From an optimization exercise on the open Yosys and OpenROAD flow, aimed at small area; shortcuts taken in it are not production practice. In this exercise RTL edits were held to simulation tests only and were not proved equivalent to the original. Power is estimated from default activity; no workload was simulated.

<file path="design/flow/run.sh">
#!/bin/bash
# synth_recipe.tcl (not shown) runs the flow's synth.tcl, then flattens the netlist and writes it again
# the make line also repeats each setting of config.mk as NAME=value (left out here)
make -C /OpenROAD-flow-scripts/flow DESIGN_CONFIG=/design/flow/config.mk WORK_HOME=/design/flow/orfs CLKGATE_MAP_FILE= SYNTH_SCRIPT=/design/flow/synth_recipe.tcl finish
</file>
<file path="design/flow/config.mk">
export PLATFORM = sky130hd
export DESIGN_NAME = wav_header_parse_sample_unpack_unit
export DESIGN_NICKNAME = wav_header_parse_sample_unpack_unit
export VERILOG_FILES = /design/flow/design.v
export SDC_FILE = /design/flow/constraint.sdc
export NUM_CORES = 4
export LEC_CHECK = 0
export CAP_MARGIN = 20
export CORE_MARGIN = 2
export CORE_UTILIZATION = 40
export SLEW_MARGIN = 20
</file>
<file path="design/flow/constraint.sdc">
create_clock -name core_clock -period 6.0 [get_ports {i_clk}]
set_input_delay 1.2000 -clock core_clock [delete_from_list [all_inputs] [get_ports {i_clk}]]
set_output_delay 1.2000 -clock core_clock [all_outputs]
set_load 0.01 [all_outputs]
</file>
<file path="design/flow/design.v">
`default_nettype none
package wavhp_pkg;
    localparam int unsigned HEADER_LEN       = 44;
    localparam int unsigned MAX_SAMPLE_BYTES = 4;
    localparam int unsigned POS_RIFF_SIZE = 4;
    localparam int unsigned POS_FMT_LO    = 20;
    localparam int unsigned POS_FMT_HI    = 21;
    localparam int unsigned POS_CHAN      = 22;
    localparam int unsigned POS_RATE      = 24;
    localparam int unsigned POS_BYTE_RATE = 28;
    localparam int unsigned POS_ALIGN     = 32;
    localparam int unsigned POS_BITS      = 34;
    localparam int unsigned POS_DATA_SIZE = 40;
    localparam logic [31:0] RIFF_MAGIC = 32'h4646_4952;
    localparam int unsigned OUT_TDATA_W = 216;
    typedef enum logic [1:0] {
        PH_IDLE   = 2'd0,
        PH_HEADER = 2'd1,
        PH_DATA   = 2'd2,
        PH_DONE   = 2'd3
    } t_phase;
    typedef enum logic [1:0] {
        KIND_HEADER = 2'd0,
        KIND_SAMPLE = 2'd1,
        KIND_ERROR  = 2'd2
    } t_kind;
    typedef enum logic [2:0] {
        ERR_NONE      = 3'd0,
        ERR_NOT_RIFF  = 3'd1,
        ERR_NOT_PCM   = 3'd2,
        ERR_BAD_CHAN  = 3'd3,
        ERR_BAD_WIDTH = 3'd4
    } t_err;
    typedef struct packed {
        logic        valid;
        t_kind       kind;
        t_err        code;
        logic [31:0] riff_size;
        logic [15:0] channel_count;
        logic [31:0] sample_rate;
        logic [31:0] byte_rate;
        logic [15:0] block_align;
        logic [15:0] sample_bits;
        logic [31:0] payload_size;
        logic [31:0] sample_value;
        logic        sample_channel;
    } t_result;
endpackage
`default_nettype wire
`default_nettype none
module wavhp_core (
    input  wire logic    i_clk,
    input  wire logic    i_rst_n,
    input  wire logic    i_step,
    input  wire logic    [7:0] i_byte,
    input  wire logic    i_sof,
    output wavhp_pkg::t_result o_res
);
    wavhp_pkg::t_phase      r_phase, n_phase, cur_phase;
    logic [5:0]  r_pos, n_pos, cur_pos;
    logic [23:0] r_shift, n_shift, cur_shift;
    logic [31:0] r_riff, n_riff, cur_riff;
    logic [15:0] r_chan, n_chan, cur_chan;
    logic [31:0] r_rate, n_rate, cur_rate;
    logic [31:0] r_brate, n_brate, cur_brate;
    logic [15:0] r_align, n_align, cur_align;
    logic [15:0] r_bits, n_bits, cur_bits;
    logic [31:0] r_left, n_left, cur_left;
    logic [1:0]  r_idx, n_idx, cur_idx;
    logic        r_tog, n_tog, cur_tog;
    wavhp_pkg::t_err        err;
    logic [31:0] sample;
    logic [2:0]  idx_inc;
    logic [12:0] width;
    always_comb begin
        if (i_sof) begin
            cur_phase = wavhp_pkg::PH_HEADER;
            cur_pos   = '0;
            cur_shift = '0;
            cur_riff  = '0;
            cur_chan  = '0;
            cur_rate  = '0;
            cur_brate = '0;
            cur_align = '0;
            cur_bits  = '0;
            cur_left  = '0;
            cur_idx   = '0;
            cur_tog   = 1'b0;
        end else begin
            cur_phase = r_phase;
            cur_pos   = r_pos;
            cur_shift = r_shift;
            cur_riff  = r_riff;
            cur_chan  = r_chan;
            cur_rate  = r_rate;
            cur_brate = r_brate;
            cur_align = r_align;
            cur_bits  = r_bits;
            cur_left  = r_left;
            cur_idx   = r_idx;
            cur_tog   = r_tog;
        end
        n_phase = cur_phase;
        n_pos   = cur_pos;
        n_shift = cur_shift;
        n_riff  = cur_riff;
        n_chan  = cur_chan;
        n_rate  = cur_rate;
        n_brate = cur_brate;
        n_align = cur_align;
        n_bits  = cur_bits;
        n_left  = cur_left;
        n_idx   = cur_idx;
        n_tog   = cur_tog;
        err     = wavhp_pkg::ERR_NONE;
        width   = '0;
        sample  = {8'h00, cur_shift} | (32'(i_byte) << {cur_idx, 3'b000});
        idx_inc = {1'b0, cur_idx} + 3'd1;
        o_res   = '0;
        case (cur_phase)
            wavhp_pkg::PH_HEADER: begin
                n_pos = cur_pos + 6'd1;
                case (cur_pos)
                    6'd0, 6'd1, 6'd2, 6'd3: begin
                        if (i_byte != wavhp_pkg::RIFF_MAGIC[{cur_pos[1:0], 3'b000} +: 8]) begin
                            err = wavhp_pkg::ERR_NOT_RIFF;
                        end
                    end
                    6'd4, 6'd5, 6'd6, 6'd7: begin
                        n_riff[{cur_pos[1:0], 3'b000} +: 8] = i_byte;
                    end
                    6'd20: begin
                        n_shift = {16'h0000, i_byte};
                    end
                    6'd21: begin
                        if (cur_shift != 24'd1 || i_byte != 8'd0) begin
                            err = wavhp_pkg::ERR_NOT_PCM;
                        end
                        n_shift = '0;
                    end
                    6'd22, 6'd23: begin
                        n_chan[{cur_pos[0], 3'b000} +: 8] = i_byte;
                        if (cur_pos == 6'(wavhp_pkg::POS_CHAN + 1) && n_chan != 16'd1
                                && n_chan != 16'd2) begin
                            err = wavhp_pkg::ERR_BAD_CHAN;
                        end
                    end
                    6'd24, 6'd25, 6'd26, 6'd27: begin
                        n_rate[{cur_pos[1:0], 3'b000} +: 8] = i_byte;
                    end
                    6'd28, 6'd29, 6'd30, 6'd31: begin
                        n_brate[{cur_pos[1:0], 3'b000} +: 8] = i_byte;
                    end
                    6'd32, 6'd33: begin
                        n_align[{cur_pos[0], 3'b000} +: 8] = i_byte;
                    end
                    6'd34, 6'd35: begin
                        n_bits[{cur_pos[0], 3'b000} +: 8] = i_byte;
                        width = n_bits[15:3];
                        if (cur_pos == 6'(wavhp_pkg::POS_BITS + 1) && (width == 13'd0
                                || width > 13'(wavhp_pkg::MAX_SAMPLE_BYTES))) begin
                            err = wavhp_pkg::ERR_BAD_WIDTH;
                        end
                    end
                    6'd40, 6'd41, 6'd42, 6'd43: begin
                        n_left[{cur_pos[1:0], 3'b000} +: 8] = i_byte;
                    end
                    default: ;
                endcase
                if (err != wavhp_pkg::ERR_NONE) begin
                    o_res.valid = 1'b1;
                    o_res.kind  = wavhp_pkg::KIND_ERROR;
                    o_res.code  = err;
                    n_phase     = wavhp_pkg::PH_DONE;
                    n_pos       = cur_pos;
                end else if (cur_pos == 6'(wavhp_pkg::HEADER_LEN - 1)) begin
                    o_res.valid         = 1'b1;
                    o_res.kind          = wavhp_pkg::KIND_HEADER;
                    o_res.riff_size     = n_riff;
                    o_res.channel_count = n_chan;
                    o_res.sample_rate   = n_rate;
                    o_res.byte_rate     = n_brate;
                    o_res.block_align   = n_align;
                    o_res.sample_bits   = n_bits;
                    o_res.payload_size  = n_left;
                    n_shift             = '0;
                    n_idx               = '0;
                    n_tog               = 1'b0;
                    n_phase             = (n_left != 32'd0) ? wavhp_pkg::PH_DATA : wavhp_pkg::PH_DONE;
                end
            end
            wavhp_pkg::PH_DATA: begin
                n_left = cur_left - 32'd1;
                if (idx_inc == cur_bits[5:3]) begin
                    o_res.valid          = 1'b1;
                    o_res.kind           = wavhp_pkg::KIND_SAMPLE;
                    o_res.sample_value   = sample;
                    o_res.sample_channel = cur_tog;
                    n_shift              = '0;
                    n_idx                = '0;
                    if (cur_chan == 16'd2) begin
                        n_tog = ~cur_tog;
                    end
                end else begin
                    n_shift = sample[23:0];
                    n_idx   = idx_inc[1:0];
                end
                if (n_left == 32'd0) begin
                    n_phase = wavhp_pkg::PH_DONE;
                end
            end
            default: ;
        endcase
        if (!i_step) begin
            o_res.valid = 1'b0;
        end
    end
    always_ff @(posedge i_clk) begin
        if (!i_rst_n) begin
            r_phase <= wavhp_pkg::PH_IDLE;
            r_pos   <= '0;
            r_idx   <= '0;
            r_tog   <= 1'b0;
        end else if (i_step) begin
            r_phase <= n_phase;
            r_pos   <= n_pos;
            r_idx   <= n_idx;
            r_tog   <= n_tog;
        end
    end
    always_ff @(posedge i_clk) begin
        if (i_step) begin
            r_shift <= n_shift;
            r_riff  <= n_riff;
            r_chan  <= n_chan;
            r_rate  <= n_rate;
            r_brate <= n_brate;
            r_align <= n_align;
            r_bits  <= n_bits;
            r_left  <= n_left;
        end
    end
endmodule
`default_nettype wire
`default_nettype none
module wav_header_parse_sample_unpack_unit (
    input  wire logic                   i_clk,
    input  wire logic                   i_rst_n,
    input  wire logic                   s_axis_tvalid,
    output logic                        s_axis_tready,
    input  wire logic [7:0]             s_axis_tdata,    
    input  wire logic [0:0]             s_axis_tuser,    
    output logic                        m_axis_tvalid,
    input  wire logic                   m_axis_tready,
    output logic [wavhp_pkg::OUT_TDATA_W-1:0] m_axis_tdata,
    output logic [1:0]                  m_axis_tuser     
);
    logic       r_in_valid;
    logic [7:0] r_in_byte;
    logic       r_in_sof;
    wavhp_pkg::t_result    r_out;
    wavhp_pkg::t_result    core_res;
    logic       advance;
    assign advance       = r_in_valid && (!r_out.valid || m_axis_tready);
    assign s_axis_tready = !r_in_valid || advance;
    always_ff @(posedge i_clk) begin
        if (!i_rst_n) begin
            r_in_valid <= 1'b0;
        end else if (s_axis_tvalid && s_axis_tready) begin
            r_in_valid <= 1'b1;
        end else if (advance) begin
            r_in_valid <= 1'b0;
        end
    end
    always_ff @(posedge i_clk) begin
        if (s_axis_tvalid && s_axis_tready) begin
            r_in_byte <= s_axis_tdata;
            r_in_sof  <= s_axis_tuser[0];
        end
    end
    wavhp_core u_core (
        .i_clk   (i_clk),
        .i_rst_n (i_rst_n),
        .i_step  (advance),
        .i_byte  (r_in_byte),
        .i_sof   (r_in_sof),
        .o_res   (core_res)
    );
    always_ff @(posedge i_clk) begin
        if (!i_rst_n) begin
            r_out.valid <= 1'b0;
        end else if (advance) begin
            r_out <= core_res;
        end else if (m_axis_tready) begin
            r_out.valid <= 1'b0;
        end
    end
    assign m_axis_tvalid = r_out.valid;
    assign m_axis_tuser  = r_out.kind;
    assign m_axis_tdata  = {4'h0, r_out.sample_channel, r_out.sample_value,
                            r_out.payload_size, r_out.sample_bits, r_out.block_align,
                            r_out.byte_rate, r_out.sample_rate, r_out.channel_count,
                            r_out.riff_size, r_out.code};
endmodule
`default_nettype wire
</file>
==> results.txt <==
==> sequential cells by signal, summed over array words and instances (netlist names), 2 cells and up <==
signal and count:
u_core.r_brate 32, u_core.r_pos 6, r_out 215, u_core.r_bits 16
u_core.r_shift 24, u_core.r_riff 32, u_core.r_rate 32, u_core.r_left 32
u_core.r_align 16, r_in_byte 8, u_core.r_idx 2, u_core.r_phase 2
u_core.r_chan 16
==> how the worst min path moves through the flow <==
stage                                 end  slack, ns
final                     u_core.r_pos[1]       0.48
after global routing      u_core.r_pos[1]       0.51
after CTS                 u_core.r_pos[1]       0.47
after detailed placement  u_core.r_pos[1]       0.47
after global placement    u_core.r_pos[1]       0.45
after floorplan           u_core.r_pos[1]       0.44
==> report_power, final <==
part / switching, W / internal (W) / leakage [nW] / total (W)
Combinational: 0.000414 / 0.000192 / 4.04 / 0.000605
Clock: 0.00125 / 0.00191 / 0.818 / 0.00316
Sequential: 0.0000766 / 0.00345 / 4.43 / 0.00352
Total: 0.00174 / 0.00555 / 9.29 / 0.00729
==> synthesized netlist by cell type (5+ instances only) <==
cell and number:
o32ai_1 107, and2_1 50, a22oi_1 18, buf_4 5, nand2_1 218, nor4b_1 5
nor3_1 31, a22o_1 17, o22ai_1 27, dfxtp_1 13, or4_1 6, and3_1 15
a21oi_1 195, a32oi_1 40, or3_1 7, mux2i_1 23, nor4_2 6, edfxtp_1 423
xnor2_1 7, o211ai_1 10, o21ai_0 54, nor2_1 159, mux2_2 18, a21boi_0 11
nand3_1 189, buf_1 17, inv_1 121, nand2b_1 8, a31oi_1 10, nor4_1 31
o31ai_1 5, ha_1 13, nor2b_1 28, buf_2 17, xor2_1 7, clkbuf_1 151
nand4_1 6
==> through the flow <==
step,hold WS [ns],cells
2_1_floorplan,0.441,2149
3_3_place_gp,0.454,2968
3_5_place_dp,0.465,2968
4_1_cts,0.475,3058
5_1_grt,0.506,3059
6_report,0.476,3059
==> final cells by class <==
type,count,area share [%]
clock inverters,32,1.48
multi-input cells,1396,30.8
flip-flops and latches,436,48.1
inverters,123,1.74
well taps,748,3.47
clock buffers,58,4.75
repair buffers,266,9.74
==> cell families after synthesis <==
family	after synthesis
DFF	436
and+or+nand+nor	786
other	1
adders and majority gates	13
xor gates and xnor gates	14
AOI/OAI and AO/OA	538
buffers and inverters	317
muxes	41
==> metal layers <==
layer	global-route usage, %	part of all wire, %	vias up
met1	35.1	42	9072
met3	5.36	9.1	156
met4	9.05	3.5	0
met5	0	0	-
met2	38.2	46	945
li1	-	-	8306
==> critical path, delay by kind of cell (launching register included) <==
kind / cells / cell delay [ns]
AND/OR/NAND/NOR: 7 / 2.64
buffers and inverters: 1 / 0.51
flip-flops: 1 / 0.48
adder cells (fa/ha/maj): 1 / 0.46
AO/OA/AOI/OAI: 2 / 0.45
==> summary.txt <==
Synth
  – XOR/XNOR Fraction of Synth Area: 0.546%
  – Mux contribution to synthesized area: 1.93%
  – Number of synthesized flops with an enable pin: 423
  – Adder-Cell Fraction of Synth Area: 0.725%
  – Flop and latch count out of synthesis: 436
  – Post-synthesis cell area: 22400 um^2
  – Largest area contributor in the netlist: edfxtp_1
  – Mean Syn Cell Area: 10.5 um^2
  – Post-synth cell types: 81
  – Largest family of logic cells by synthesized area: simple AND/OR/NAND/NOR gates
  – Area share of the largest cell type after synthesis: 56.6%
  – Top post-synthesis cells by area: edfxtp_1, a21oi_1, nand3_1
  – Cells after synthesis: 2146
  – Compound-Gate Fraction of Synth Area: 16.2%
  – FFs w/ async S/R, synth: 0%
  – Post-Synth Simple-Gate Area: 17.2%
  – Synth Flop Type: edfxtp_1
  – Seq/Total Area, Yosys: 57.8%
  – Syn. warnings: 2

Layout
  – Fin nets: 2297
  – Design area: 27000 um^2
  – Reg area: 13000 um^2
  – FILL cells: 5042
  – Ant diodes: 0
  – Most common cell after layout, fill and taps aside: edfxtp_1
  – Area growth, synth to finish: 20.2%
  – Most frequent cells in the layout: edfxtp_1, clkdlybuf4s50_1, nand2_1, a21oi_1, nand3_1
  – Final design utilization: 48.8%
  – Area of the multi-input gates: 8300 um^2
  – Share of cells above drive strength 1: 7.40%

Setup path
  – Worst path max stage delay: 0.68 ns
  – Reg2reg path depth: 11
  – Crit-path max FO: 57
  – Worst flop-to-flop path endpoint: u_core.r_phase[0]
  – Most frequent CP cell: nand3_1
  – Startpoint types: flip-flop
  – Critical Path RT: 6.51 ns
  – CP max stage cell: nand3_1
  – Worst path arrival time: 5.13 ns
  – CP startpoint: r_in_sof
  – R2R setup slack: 1.38 ns
  – Critical path class: reg2reg
  – R2r startpoint: r_in_sof
  – CP endpoint kind: flip-flop
  – Worst-path cell chain: inv_4 -> nand2_1 -> ha_1 -> or4_1 -> nand3_1 -> o22ai_1 -> nor4_1 -> nand3_1 -> nor4_2 -> nor3_1 -> o221ai_1
  – Critical Path End: u_core.r_phase[0]

Placed design
  – Buffers on Ports: 228
  – DP HPWL: 48200 um
  – Worst slack, placed: 1.52 ns
  – Area after DPL: 25300 um^2
  – Final Wtd Congestion: 0.903

Run status
  – Outcome: complete, no violations

Worst hold path
  – Worst hold path startpoint: u_core.r_pos[1]
  – Hold path cells: 2
  – Min-delay worst type: reg2reg

Detailed routing
  – Post-Route WL: 73800 um
  – First drt pass iteration count: 6
  – Vias: 18500
  – Vias/cell: 6.04
  – WL per Instance: 24.1 um
  – Initial DRC Count: 2248
  – Antenna Violating Nets Remaining: 0
  – Drt drc: 0

GRT
  – Global-route wire length before repair: 110000 um
  – Overflow after GRT: 0
  – Vias in the first global route: 17600
  – GRT Total Usage: 25.0%
  – Initial antenna violation count: 0
  – Largest net degree at the start of global routing: 188

CTS
  – Htree depth: 2
  – Setup bufs post-CTS: 0
  – CTS Buf Count: 48
  – Worst skew pair latency: 0.59 ns
  – Number of gates resized after CTS: 0
  – Clk buf depth: 3
  – Hold_buf cts: 0
  – CTS tree: built
  – Root Buffer: clkbuf_16
  – Reg clk slew, reported paths: 0.06 ns
  – # clock sinks: 436

Floorplanning
  – IO Pins: 233
  – Die width: 241 um
  – Row count: 86
  – Core footprint: 55300 um^2
  – Die height: 241 um
  – Die Area: 58000 um^2
  – Initial Util: 40.6%

STA
  – Final hold vios: 0
  – Setup TNS: 0 ns
  – RSZ-0062 raised after global routing: no
  – Slew Limit Fails: 0
  – Final worst-path cycle share: 76.9%
  – Final setup violating endpoints: 0
  – Tightest Pin Transition: 1.02 ns
  – Peak Freq: 0.217 GHz
  – Final Skew: 0.0168 ns
  – Slew HR: 32.1%
  – Post-route minimum period: 4.62 ns
  – Final worst setup slack: 1.38 ns

Power
  – Power, Total: 0.00729 W
  – Worst VDD drop: 0.206 mV
  – Pwr/cell area: 270 nW/um^2
  – Lkg Pwr: 9.29 nW

Flow run
  – Max Cap Viol: 0

-- afterwards: timing with drivers on the ports --
How much do the figures lean on ideal ports? The routed layout below was timed once more, with nothing changed but the port constraints.
Step 1: set_driving_cell puts a clkbuf_16 on i_clk and a buf_2 on each other input, an assumption about the parent block.
Step 2, shift: input delay + t, output delay - t, t = (earliest + latest rising clock arrival at the registers) / 2. This alone moves slack from input paths to output paths.
Slacks: ideal ports / drivers / drivers and shift; pairs: ideal ports / drivers.
shift t [ns]: 0.641
setup slack, ns: 1.384 / 1.384 / 1.384
clock arrival spread, ns: 0.017 / 0.018
After both steps this run still meets setup and hold. The setup slack of this run moves by 0.000 ns with the drivers and by 0.000 ns with both steps.
